From an optimization exercise on the open Yosys and OpenROAD flow, aimed at a short achievable clock period and few clock cycles per item; shortcuts taken in it are not production practice. The RTL was checked by simulation tests, not by an equivalence proof against the original design. The clock input has no modelled driver; a real chip could not lean on it and would need a root buffer or a full tree.

Setup of red:
Design framebuffer_center_or_nn_scale_addr_top, start of the top module:
module framebuffer_center_or_nn_scale_addr_top #(
    parameter int unsigned MAX_CANVAS_DIM = 1024
) (
    input  logic        clk,
    input  logic        rst_n,
    input  logic        psel,
    input  logic        penable,
    input  logic        pwrite,
    input  logic [4:0]  paddr,
    input  logic [31:0] pwdata,
    output logic [31:0] prdata,
    output logic        pready,
    input  logic        req_valid,
    output logic        req_ready,
    input  logic        buffer_select,
    output logic        rsp_valid,
    input  logic        rsp_ready,
    output logic        status,
    output logic [19:0] source_index,
    output logic [19:0] dest_index,
    output logic        frame_last,
    output logic [31:0] control_word
);
    logic               cfg_ok, wr_pend, close_evt, clr_evt, rej, fits;
    logic [FsizeW-1:0]  fsize;
    logic [DimW-1:0]    wlim1, hlim1, djump, wdim;
    logic [DimW+1:0]    w3;
    logic [DimW+2:0]    w5;
    logic [IdxW-1:0]    drel0, srow0;
    logic [AccW-1:0]    cstep_e, cacc0, rstep_e, racc0;
    logic               a_valid, a_bsel, rsp_pop;
    assign pready = 1'b1;
    fbnn_cfg #(
        .MAX_CANVAS_DIM(MAX_CANVAS_DIM)
    ) u_cfg (
        .clk       (clk),
        .rst_n     (rst_n),
        .psel      (psel),
        .penable   (penable),
        .pwrite    (pwrite),
        .paddr     (paddr),
        .pwdata    (pwdata),
        .prdata    (prdata),
        .cfg_ok    (cfg_ok),
        .wr_pend   (wr_pend),
        .close_evt (close_evt),
        .clr_evt   (clr_evt),
        .rej       (rej),
        .fits      (fits),
  ...
export LEC_CHECK = 0
export ABC_CLOCK_PERIOD_IN_PS = 2700
export CAP_MARGIN = 20
export CORE_MARGIN = 2
export CORE_UTILIZATION = 65
export SLEW_MARGIN = 20
create_clock -name core_clock -period 10.0 [get_ports {clk}]
standard.sh (not shown) runs the stock make flow with config.mk's settings and CLKGATE_MAP_FILE= SYNTH_SCRIPT=/design/flow/synth_recipe.tcl, a recipe that flattens the netlist after the stock synthesis.
==> flow/flow/run.sh <==
#!/bin/bash
# Standard ORFS layout with these changes:
#  - timing repair aims at a shorter period than the clock's (repair_timing's
#    setup margin, from flow/margin.txt);
#  - before clock tree synthesis, each flip-flop that only drives an output
#    port's buffer is moved next to that buffer (flow/io_pull.tcl);
#  - the clock tree is a balanced two-level inverter tree built by
#    flow/clock_tree.tcl in place of TritonCTS.
# Both scripts run in the CTS step through its PRE_CTS_TCL hook (pre_cts.tcl).
# All make/OpenROAD output goes to make.log; ORFS keeps per-step logs under orfs/logs.
set -euo pipefail
HERE=$(pwd)
MARGIN=$(cat flow/margin.txt)
bash standard.sh SETUP_SLACK_MARGIN=$MARGIN PRE_CTS_TCL=$HERE/flow/pre_cts.tcl finish > make.log 2>&1
Other scripts of this flow, unchanged in this note and not shown: flow/flow/clock_tree.tcl, flow/flow/io_pull.tcl, flow/flow/margin.txt, flow/flow/pre_cts.tcl
Testbench counts of red, summed over its fixed seeds: cycles 694,592, items 693,268.
Input changes introduced in blue (baseline for comparison: red):
--- a/flow/design.v
+++ b/flow/design.v
@@ -237,23 +237,25 @@
     parameter int unsigned Credits = 5
 ) (
     input  logic clk,
     input  logic rst_n,
     input  logic req_valid,
     output logic req_ready,
     input  logic buffer_select,
+    input  logic wr_bus,      
     input  logic block,       
     input  logic cfg_ok,      
     input  logic rsp_pop,     
     output logic a_valid,
     output logic a_bsel
 );
     logic       ready_reg, ready_out;
     logic [Credits-1:0] th_reg, th_nx;
     logic       acc;
+    logic       wr_bus_reg;    
     assign req_ready = ready_out;
     assign acc       = req_valid && ready_reg;
     assign th_nx     = rsp_pop ? (acc ? th_reg : {1'b0, th_reg[Credits-1:1]})
                                : (acc ? {th_reg[Credits-2:0], 1'b1} : th_reg);
     always_ff @(posedge clk)
     begin
         a_bsel <= buffer_select;
@@ -262,24 +264,26 @@
     begin
         if (!rst_n)
         begin
             ready_reg <= 1'b0;
             ready_out <= 1'b0;
             th_reg    <= '0;
             a_valid   <= 1'b0;
+            wr_bus_reg <= 1'b0;
         end
         else
         begin
             a_valid <= acc;
+            wr_bus_reg <= wr_bus;
             th_reg  <= th_nx;
             ready_reg <= (rsp_pop ? (!acc || !th_reg[Credits-1])
                                   : (acc ? !th_reg[Credits-2]
                                          : !(th_reg[Credits-1] && th_reg[Credits-2])))
-                         && cfg_ok && !block;
-            ready_out <= !th_nx[Credits-1] && cfg_ok && !block;
+                         && cfg_ok && !block && !wr_bus_reg;
+            ready_out <= !th_nx[Credits-1] && cfg_ok && !block && !wr_bus_reg;
         end
     end
 endmodule
 import fbnn_pkg::*;
 module fbnn_div (
     input  logic              clk,
     input  logic              start,
@@ -378,15 +382,18 @@
 );
     logic               inf_reg;
     logic               lat_reg;
     logic [DimW-1:0]    rem_reg;      
     logic               eol_reg;      
     logic [DimW-1:0]    rrem_reg;     
     logic               lrow_reg;     
-    logic [AccW-1:0]    cacc_reg;
+    logic [FracBits-1:0]      cacc_lo_reg;
+    logic [AccW-FracBits-1:0] cacc_hi_reg;
+    logic                     cacc_cy_reg;
+    logic [FracBits:0]        cacc_lo_sum;
     logic [AccW-1:0]    racc_reg;
     logic [IdxW-1:0]    srow_reg;     
     logic [IdxW-1:0]    drel_reg;     
     logic [CountW-1:0]  fc_reg;
     logic [FracBits:0]      p1_lo_reg;
     logic [AccW-FracBits-1:0] p1_hia_reg, p1_hib_reg;
     logic [AccW-1:0]        racc_nx_reg;
@@ -396,14 +403,15 @@
     logic               pix, last, lat_eff, start, adv;
     logic [CountW-1:0]  fc_inc;
     assign pix     = a_valid && !rej;
     assign last    = eol_reg && lrow_reg;
     assign lat_eff = inf_reg ? lat_reg : a_bsel;
     assign start   = (a_valid && (rej || last)) || (!inf_reg && !a_valid) || close_evt;
     assign adv     = pix && !last;
+    assign cacc_lo_sum = {1'b0, cacc_lo_reg} + {1'b0, cstep_e[FracBits-1:0]};
     assign fc_inc  = fc_reg + 1'b1;
     always_ff @(posedge clk)
     begin
         p1_lo_reg   <= {1'b0, racc_reg[FracBits-1:0]} + {1'b0, rstep_e[FracBits-1:0]};
         p1_hia_reg  <= racc_reg[AccW-1:FracBits];
         p1_hib_reg  <= rstep_e[AccW-1:FracBits];
         racc_nx_reg <= {p1_hia_reg + p1_hib_reg + {10'b0, p1_lo_reg[FracBits]},
@@ -427,37 +435,43 @@
     begin
         if (start)
         begin
             rem_reg  <= wlim1;
             eol_reg  <= 1'b0;
             rrem_reg <= hlim1;
             lrow_reg <= 1'b0;
-            cacc_reg <= cacc0;
+            cacc_lo_reg <= cacc0[FracBits-1:0];
+            cacc_hi_reg <= cacc0[AccW-1:FracBits];
+            cacc_cy_reg <= 1'b0;
             racc_reg <= racc0;
             srow_reg <= srow0;
             drel_reg <= drel0;
         end
         else if (adv)
         begin
             if (eol_reg)
             begin
                 rem_reg  <= wlim1;
                 eol_reg  <= 1'b0;
                 rrem_reg <= rrem_reg - 1'b1;
                 lrow_reg <= (rrem_reg == 10'd1);
-                cacc_reg <= cacc0;
+                cacc_lo_reg <= cacc0[FracBits-1:0];
+                cacc_hi_reg <= cacc0[AccW-1:FracBits];
+                cacc_cy_reg <= 1'b0;
                 racc_reg <= racc_nx_reg;
                 srow_reg <= srow_reg + sinc_reg;
                 drel_reg <= drel_reg + {10'b0, djump};
             end
             else
             begin
                 rem_reg  <= rem_reg - 1'b1;
                 eol_reg  <= (rem_reg == 10'd1);
-                cacc_reg <= cacc_reg + cstep_e;
+                cacc_lo_reg <= cacc_lo_sum[FracBits-1:0];
+                cacc_hi_reg <= cacc_hi_reg + cstep_e[AccW-1:FracBits] + {10'b0, cacc_cy_reg};
+                cacc_cy_reg <= cacc_lo_sum[FracBits];
                 drel_reg <= drel_reg + 1'b1;
             end
         end
         if (pix)
         begin
             lat_reg <= lat_eff;
         end
@@ -497,15 +511,15 @@
     logic               r_hi;         
     logic               r_last;
     logic [CountW:0]    r_ctrl;       
     always_ff @(posedge clk)
     begin
         r_rej  <= rej;
         r_srow <= srow_reg;
-        r_col  <= cacc_reg[AccW-1:FracBits];
+        r_col  <= cacc_hi_reg + {10'b0, cacc_cy_reg};
         r_drel <= drel_reg;
         r_hi   <= lat_eff;
         r_last <= last;
         r_ctrl <= last ? {fc_inc, lat_eff} : '0;
     end
     always_ff @(posedge clk or negedge rst_n)
     begin
@@ -658,15 +672,16 @@
     );
     fbnn_front u_front (
         .clk           (clk),
         .rst_n         (rst_n),
         .req_valid     (req_valid),
         .req_ready     (req_ready),
         .buffer_select (buffer_select),
-        .block         ((psel && pwrite) || wr_pend || close_evt),
+        .wr_bus        (psel && pwrite),
+        .block         (wr_pend || close_evt),
         .cfg_ok        (cfg_ok),
         .rsp_pop       (rsp_pop),
         .a_valid       (a_valid),
         .a_bsel        (a_bsel)
     );
     fbnn_back u_back (
         .clk          (clk),
==> notes.md <==
For flip-flop and latch count after synthesis, blue and red come out practically identical. Compared to red, blue leaves more free space in the core. As of blue, highest achievable clock rate had fallen by a few percent compared to red. Taking red as the reference, in blue die area saw an increase, via count now smaller, period utilization saw an increase.
Testbench counts of blue, summed over its fixed seeds: cycles 694,592, items 693,268.
In every run of this note, the design's own scripts or RTL, not TritonCTS, make the clock network.

-- static timing again, ports no longer ideal --
The flow's constraints put no driver on any port. The routed layouts listed below were extracted and timed again, unchanged, in two steps.
Step 1, drivers: a clkbuf_16 drives clk and a buf_2 each remaining input, both assumed.
Step 2 adds t to the input delays and takes it off the output delays; t is the mean of the earliest and latest rising clock arrival at the registers after step 1. Input paths then give back, and output paths get back, about the clock's delay inside the block.
a / b / c = ideal ports / drivers / drivers and shift; a / b = the first two.
| run | t (ns) | slack for setup (ns) | worst setup path at the end | latest minus earliest clock arrival (ns) |
|---|---|---|---|---|
| red | 0.506 | 7.229 / 6.990 / 6.872 | input to register | 0.026 / 0.028 |
| blue | 0.502 | 7.160 / 6.977 / 6.892 | input to register | 0.027 / 0.029 |
After both steps setup and hold are still met in every run listed. The setup slack of red, which loses most, moves by -0.239 ns with the drivers and by -0.357 ns with both steps.
